Context: an optimization exercise on an open-source flow, tuned for small area and a short achievable clock period. The choices shown serve that exercise and are no tape-out recipe. In this exercise RTL edits were held to simulation tests only and were not proved equivalent to the original. Power figures rest on the tool's default switching activity, not on a simulated workload.

Setup of Q:
==> flow/design.v <==
package mips_trace_pkg;
    localparam int TRACE_W = 167;
    typedef struct packed {
        logic [31:0] pc;
        logic [31:0] instr;
        logic        rf_we;
        logic [4:0]  rf_wa;
        logic [31:0] rf_wd;
        logic        memwrite;
        logic [31:0] dataadr;
        logic [31:0] writedata;
    } trace_entry_t;
    typedef enum logic [1:0] {
        TRIG_PC     = 2'd0,
        TRIG_MEMADR = 2'd1,
        TRIG_MANUAL = 2'd2,
        TRIG_RSVD   = 2'd3
    } trig_mode_e;
    typedef enum logic [1:0] {
        ST_IDLE  = 2'd0,
        ST_ARMED = 2'd1,
        ST_POST  = 2'd2,
        ST_DONE  = 2'd3
    } trace_state_e;
endpackage
module trace_ram
#(
    parameter  int DEPTH = 16
) (
    input  logic         clk,
    input  logic         i_ph,      
    input  logic         i_sh,      
    input  mips_trace_pkg::trace_entry_t i_wdata,
    input  logic [7:0]   i_rsel,    
    input  logic         i_ld,      
    input  logic         i_hold,    
    output mips_trace_pkg::trace_entry_t o_rdata
);
    localparam int W = mips_trace_pkg::TRACE_W;
    logic [W-1:0] r_mem [0:DEPTH-1];
    logic [W-1:0] r_rd;
    logic [W-1:0] w_in, w_pick;
    assign w_in = i_wdata ^ {W{i_ph}};
    logic w_shn;
    assign w_shn = ~i_sh;
    for (genvar i = 0; i < DEPTH; i++) begin : g_slot
        trace_slot u_slot (
            .clk   (clk),
            .i_sh  (i_sh),
            .i_shn (w_shn),
            .i_d   ((i == 0) ? w_in : r_mem[(i == 0) ? 0 : i-1]),
            .o_q   (r_mem[i])
        );
    end
    always_comb begin
        w_pick = '0;
        for (int j = 0; j < 8; j++)
            w_pick = w_pick | (r_mem[DEPTH-9+j] & {W{i_rsel[j]}});
    end
    always_ff @(posedge clk) begin
        r_rd <= ({W{i_ld}} & (w_pick ^ {W{i_ph}})) | ({W{i_hold}} & r_rd);
    end
    assign o_rdata = r_rd;
endmodule
module trace_slot (
    input  logic         clk,
    input  logic         i_sh,
    input  logic         i_shn,
    input  logic [mips_trace_pkg::TRACE_W-1:0] i_d,
    output logic [mips_trace_pkg::TRACE_W-1:0] o_q
);
    for (genvar b = 0; b < mips_trace_pkg::TRACE_W; b++) begin : g_bit
        trace_bit u_bit (
            .clk   (clk),
            .i_sh  (i_sh),
            .i_shn (i_shn),
            .i_d   (i_d[b]),
            .o_q   (o_q[b])
        );
    end
endmodule
module trace_bit (
    input  logic clk,
    input  logic i_sh,
    input  logic i_shn,
    input  logic i_d,
    output logic o_q
);
    always_ff @(posedge clk)
        o_q <= ~((o_q | i_sh) & (i_d | i_shn));
endmodule
module commit_trace_buffer
#(
    parameter  int DEPTH = 16,
    parameter  int POST  = 8,
    parameter  int CNT_W = 32,
    localparam int AW    = $clog2(DEPTH)
) (
    input  logic             clk,
    input  logic             reset,
    input  logic             arm,
    input  logic             abort,
    input  logic [1:0]       trig_mode,
    input  logic [31:0]      trig_val,
    input  logic             trig_now,
    input  logic             cap_valid,
    input  logic [31:0]      pc,
    input  logic [31:0]      instr,
    input  logic             rf_we,
    input  logic [4:0]       rf_wa,
    input  logic [31:0]      rf_wd,
    input  logic             memwrite,
    input  logic [31:0]      dataadr,
    input  logic [31:0]      writedata,
    output logic             busy,
    output logic             triggered,
    output logic             done,
    output logic [AW:0]      count,
    output logic [AW-1:0]    trig_index,
    output logic [CNT_W-1:0] trig_cycles,
    output logic             rd_valid,
    input  logic             rd_ready,
    output mips_trace_pkg::trace_entry_t     rd_data,
    output logic             rd_last
);
    localparam logic [AW:0] FULL = (AW+1)'(DEPTH);
    logic             r_busy, r_post, r_done, r_ph;
    logic             w_busy_nxt, w_post_nxt, w_done_nxt;
    logic [AW-1:0]    r_wr_ptr, r_trig_slot, r_post_cnt, r_trig_index;
    logic [AW-1:0]    w_wr_ptr_nxt, w_trig_slot_nxt, w_post_cnt_nxt, w_trig_index_nxt;
    logic [AW:0]      r_count, r_rd_idx, w_count_nxt, w_rd_idx_nxt;
    logic             r_triggered, w_triggered_nxt;
    logic [CNT_W-1:0] r_trig_cycles, w_trig_cycles_nxt;
    logic             r_rd_valid, r_rd_last, w_rd_valid_nxt, w_rd_last_nxt;
    logic             r_post_last, r_rd_more;
    mips_trace_pkg::trig_mode_e   w_mode;
    mips_trace_pkg::trace_entry_t w_entry;
    logic w_hit, w_armed, w_arm_ok, w_capture, w_fire, w_beat, w_last_cap;
    logic w_sh, w_full_nxt, w_ld_first, w_ld_next, w_ld_same;
    logic [AW-1:0] w_ti_fire, w_ti_cap;
    logic [7:0]  w_rsel;
    assign w_mode  = mips_trace_pkg::trig_mode_e'(trig_mode);
    assign w_entry = {pc, instr, rf_we, rf_wa, rf_wd, memwrite, dataadr,
                      writedata};
    always_comb begin
        w_hit = 1'b0;
        unique case (w_mode)
            mips_trace_pkg::TRIG_PC:     w_hit = (pc == trig_val);
            mips_trace_pkg::TRIG_MEMADR: w_hit = memwrite && (dataadr == trig_val);
            mips_trace_pkg::TRIG_MANUAL: w_hit = trig_now;
            default:     w_hit = 1'b0;
        endcase
    end
    assign w_armed    = r_busy && !r_post;
    assign w_beat     = r_rd_valid && rd_ready;
    assign w_arm_ok   = !abort && !r_busy && arm;
    assign w_capture  = !abort && r_busy && cap_valid;
    assign w_fire     = w_capture && w_armed && w_hit;
    assign w_last_cap = !abort && cap_valid && r_post_last;
    always_comb begin
        w_busy_nxt = r_busy;
        w_post_nxt = r_post;
        w_done_nxt = r_done;
        if (abort) begin
            w_busy_nxt = 1'b0;
            w_post_nxt = 1'b0;
            w_done_nxt = 1'b0;
        end else if (w_arm_ok) begin
            w_busy_nxt = 1'b1;
            w_post_nxt = 1'b0;
            w_done_nxt = 1'b0;
        end else if (w_fire) begin
            w_post_nxt = 1'b1;
        end else if (w_last_cap) begin
            w_busy_nxt = 1'b0;
            w_post_nxt = 1'b0;
            w_done_nxt = 1'b1;
        end else if (r_done && w_beat && r_rd_last) begin
            w_done_nxt = 1'b0;
        end
    end
    always_comb begin
        w_wr_ptr_nxt      = r_wr_ptr;
        w_count_nxt       = r_count;
        w_triggered_nxt   = r_triggered;
        w_trig_cycles_nxt = r_trig_cycles;
        w_trig_slot_nxt   = r_trig_slot;
        w_post_cnt_nxt    = r_post_cnt;
        w_rd_idx_nxt      = r_rd_idx;
        if (w_arm_ok) begin
            w_wr_ptr_nxt      = '0;
            w_count_nxt       = '0;
            w_triggered_nxt   = 1'b0;
            w_trig_cycles_nxt = '0;
            w_trig_slot_nxt   = '0;
            w_post_cnt_nxt    = '0;
            w_rd_idx_nxt      = '0;
        end else begin
            if (w_armed && !abort && r_trig_cycles != '1)
                w_trig_cycles_nxt = r_trig_cycles + CNT_W'(1);
            if (w_capture) begin
                w_wr_ptr_nxt = r_wr_ptr + AW'(1);
                if (r_count != FULL) w_count_nxt = r_count + (AW+1)'(1);
            end
            if (w_fire) begin
                w_triggered_nxt = 1'b1;
                w_trig_slot_nxt = r_wr_ptr;
                w_post_cnt_nxt  = AW'(POST);
            end else if (w_capture && r_post) begin
                w_post_cnt_nxt = r_post_cnt - AW'(1);
            end
            if (w_beat) w_rd_idx_nxt = r_rd_idx + (AW+1)'(1);
        end
    end
    assign w_full_nxt = r_count >= (AW+1)'(DEPTH-1);
    assign w_ti_fire  = w_full_nxt ? AW'(DEPTH-1) : r_wr_ptr;
    assign w_ti_cap   = r_trig_slot - (w_full_nxt ? r_wr_ptr + AW'(1) : '0);
    always_comb begin
        if (w_arm_ok)       w_trig_index_nxt = '0;
        else if (w_fire)    w_trig_index_nxt = w_ti_fire;
        else if (w_capture) w_trig_index_nxt = w_ti_cap;
        else                w_trig_index_nxt = r_trig_index;
    end
    assign w_ld_first = w_last_cap;
    assign w_ld_next  = r_rd_more && rd_ready && !abort && !arm;
    assign w_ld_same  = r_rd_valid && !rd_ready && !abort && !arm;
    assign w_rd_valid_nxt = w_ld_first || w_ld_next || w_ld_same;
    assign w_rd_last_nxt  = (w_ld_next && (r_rd_idx + (AW+1)'(2) == r_count)) ||
                            (w_ld_same && r_rd_last);
    always_comb begin
        for (int j = 0; j < 8; j++)
            w_rsel[j] = (r_post && r_count != FULL) ? (r_count == (AW+1)'(DEPTH-8+j))
                                                    : (r_count == (AW+1)'(DEPTH-7+j));
    end
    always_ff @(posedge clk or negedge reset) begin
        if (!reset) begin
            r_busy        <= 1'b0;
            r_post        <= 1'b0;
            r_done        <= 1'b0;
            r_ph          <= 1'b0;
            r_wr_ptr      <= '0;
            r_count       <= '0;
            r_triggered   <= 1'b0;
            r_trig_cycles <= '0;
            r_trig_slot   <= '0;
            r_post_cnt    <= '0;
            r_rd_idx      <= '0;
            r_trig_index  <= '0;
            r_rd_valid    <= 1'b0;
            r_rd_last     <= 1'b0;
            r_post_last   <= 1'b0;
            r_rd_more     <= 1'b0;
        end else begin
            r_busy        <= w_busy_nxt;
            r_post        <= w_post_nxt;
            r_done        <= w_done_nxt;
            r_ph          <= !r_ph;
            r_wr_ptr      <= w_wr_ptr_nxt;
            r_count       <= w_count_nxt;
            r_triggered   <= w_triggered_nxt;
            r_trig_cycles <= w_trig_cycles_nxt;
            r_trig_slot   <= w_trig_slot_nxt;
            r_post_cnt    <= w_post_cnt_nxt;
            r_rd_idx      <= w_rd_idx_nxt;
            r_trig_index  <= w_trig_index_nxt;
            r_rd_valid    <= w_rd_valid_nxt;
            r_rd_last     <= w_rd_last_nxt;
            r_post_last   <= w_post_nxt && w_post_cnt_nxt == AW'(1);
            r_rd_more     <= w_rd_valid_nxt && !w_rd_last_nxt;
        end
    end
    assign w_sh = w_capture || w_beat;
    trace_ram #(.DEPTH(DEPTH)) u_ram (
        .clk     (clk),
        .i_ph    (r_ph),
        .i_sh    (w_sh),
        .i_wdata (w_entry),
        .i_rsel  (w_rsel),
        .i_ld    (w_ld_first || w_ld_next),
        .i_hold  (w_ld_same),
        .o_rdata (rd_data)
    );
    assign busy        = r_busy;
    assign done        = r_done;
    assign triggered   = r_triggered;
    assign count       = r_count;
    assign trig_cycles = r_trig_cycles;
    assign trig_index  = r_trig_index;
    assign rd_valid    = r_rd_valid;
    assign rd_last     = r_rd_last;
endmodule
==> flow/config.mk <==
export PLATFORM = sky130hd
export DESIGN_NAME = commit_trace_buffer
export DESIGN_NICKNAME = commit_trace_buffer
export VERILOG_FILES = /design/flow/design.v
export SDC_FILE = /design/flow/constraint.sdc
export NUM_CORES = 4
export LEC_CHECK = 0
export CAP_MARGIN = 20
export CORE_MARGIN = 2
export CORE_UTILIZATION = 60
export SETUP_SLACK_MARGIN = 4.0
export SLEW_MARGIN = 20
export SYNTH_HIERARCHICAL = 1
export SYNTH_MINIMUM_KEEP_SIZE = 0
==> flow/constraint.sdc <==
create_clock -name core_clock -period 7.0 [get_ports {clk}]
set_input_delay 1.4000 -clock core_clock [delete_from_list [all_inputs] [get_ports {clk}]]
set_output_delay 1.4000 -clock core_clock [all_outputs]
set_load 0.01 [all_outputs]
standard.sh (not shown) runs the stock make flow with config.mk's settings and CLKGATE_MAP_FILE= SYNTH_SCRIPT=/design/flow/synth_recipe.tcl, a recipe that flattens the netlist after the stock synthesis.
==> flow/flow/run.sh <==
#!/bin/bash
# Standard layout, with plain buffers (not delay cells) on the ports and a
# clock tree of fewer, larger leaf clusters without dummy loads.
set -euo pipefail
export BUFFER_PORTS_ARGS="-buffer_cell sky130_fd_sc_hd__buf_2"
export CTS_ARGS="-sink_clustering_enable -repair_clock_nets -dont_use_dummy_load -buf_list sky130_fd_sc_hd__clkbuf_16 -sink_clustering_size 25 -sink_clustering_max_diameter 70"
bash standard.sh > standard.log 2>&1
#### Input delta (P over Q)
--- a/flow/design.v
+++ b/flow/design.v
@@ -131,9 +131,8 @@
     logic [AW:0]      r_count, r_rd_idx, w_count_nxt, w_rd_idx_nxt;
     logic             r_triggered, w_triggered_nxt;
     logic [CNT_W-1:0] r_trig_cycles, w_trig_cycles_nxt;
     logic             r_rd_valid, r_rd_last, w_rd_valid_nxt, w_rd_last_nxt;
-    logic             r_post_last, r_rd_more;
     mips_trace_pkg::trig_mode_e   w_mode;
     mips_trace_pkg::trace_entry_t w_entry;
     logic w_hit, w_armed, w_arm_ok, w_capture, w_fire, w_beat, w_last_cap;
     logic w_sh, w_full_nxt, w_ld_first, w_ld_next, w_ld_same;
@@ -155,9 +154,9 @@
     assign w_beat     = r_rd_valid && rd_ready;
     assign w_arm_ok   = !abort && !r_busy && arm;
     assign w_capture  = !abort && r_busy && cap_valid;
     assign w_fire     = w_capture && w_armed && w_hit;
-    assign w_last_cap = !abort && cap_valid && r_post_last;
+    assign w_last_cap = w_capture && r_post && r_post_cnt == AW'(1);
     always_comb begin
         w_busy_nxt = r_busy;
         w_post_nxt = r_post;
         w_done_nxt = r_done;
@@ -221,9 +220,9 @@
         else if (w_capture) w_trig_index_nxt = w_ti_cap;
         else                w_trig_index_nxt = r_trig_index;
     end
     assign w_ld_first = w_last_cap;
-    assign w_ld_next  = r_rd_more && rd_ready && !abort && !arm;
+    assign w_ld_next  = w_beat && !r_rd_last && !abort && !arm;
     assign w_ld_same  = r_rd_valid && !rd_ready && !abort && !arm;
     assign w_rd_valid_nxt = w_ld_first || w_ld_next || w_ld_same;
     assign w_rd_last_nxt  = (w_ld_next && (r_rd_idx + (AW+1)'(2) == r_count)) ||
                             (w_ld_same && r_rd_last);
@@ -247,10 +246,8 @@
             r_rd_idx      <= '0;
             r_trig_index  <= '0;
             r_rd_valid    <= 1'b0;
             r_rd_last     <= 1'b0;
-            r_post_last   <= 1'b0;
-            r_rd_more     <= 1'b0;
         end else begin
             r_busy        <= w_busy_nxt;
             r_post        <= w_post_nxt;
             r_done        <= w_done_nxt;
@@ -264,10 +261,8 @@
             r_rd_idx      <= w_rd_idx_nxt;
             r_trig_index  <= w_trig_index_nxt;
             r_rd_valid    <= w_rd_valid_nxt;
             r_rd_last     <= w_rd_last_nxt;
-            r_post_last   <= w_post_nxt && w_post_cnt_nxt == AW'(1);
-            r_rd_more     <= w_rd_valid_nxt && !w_rd_last_nxt;
         end
     end
     assign w_sh = w_capture || w_beat;
     trace_ram #(.DEPTH(DEPTH)) u_ram (
Notes after the runs:
The flow did not stop early for P: all stages ran, and the layout cleared the timing, DRC and antenna checks.
P against Q; clock power is up slightly.
Changes observed in P relative to Q: biggest cell delay along the critical path moved up; hold slack moved down.
Q -> P: remaining antenna violation count delta 0, exact match
Diff Q -> P: setup slack increased by 0.12 ns relative to the old numbers; global routing usage summed across all routing layers increased by 1.1 points relative to the old numbers; number of clock sinks seen by CTS closely matched the old numbers.
Side by side, via count of the first global-routing pass turned out higher in P than in Q.
The total routed wirelength in Q is 0.945 times that in P.
[compare] base=Q new=P: xor-xnor portion of the synthesized cell area ~0 delta; area of the multi-input gates shows a reduction of about 0.5%; cell area about even; worst slack at placement down 0.039 ns.

static timing again, ports no longer ideal:
In the flow no input, the clock included, has a driving cell. The finished layouts below were timed again as built, in two steps. Step 1 assumes that a clkbuf_16 drives the clock port and a buf_2 every other input. Step 2 times the ports against the registers' clock, not the clock port: input delays grow and output delays shrink by t, the midpoint of the rising clock arrivals with the driver on. Slacks: no drivers / after step 1 / after step 2; pairs: no drivers / after step 1.
| run | shift t [ns] | slack for setup (ns) | worst setup path at the end | latest minus earliest clock arrival (ns) | worst register clock-pin slew, ns |
|---|---|---|---|---|---|
| Q | 0.836 | 3.903 / 3.903 / 3.252 | input to register | 0.051 / 0.051 | 0.10 / 0.10 |
| P | 0.836 | 4.026 / 3.946 / 3.253 | input to register | 0.059 / 0.059 | 0.10 / 0.10 |
After both steps every run listed still meets setup and hold. For P, which loses most, drivers alone change the setup slack by -0.080 ns; drivers and shift together by -0.773 ns.
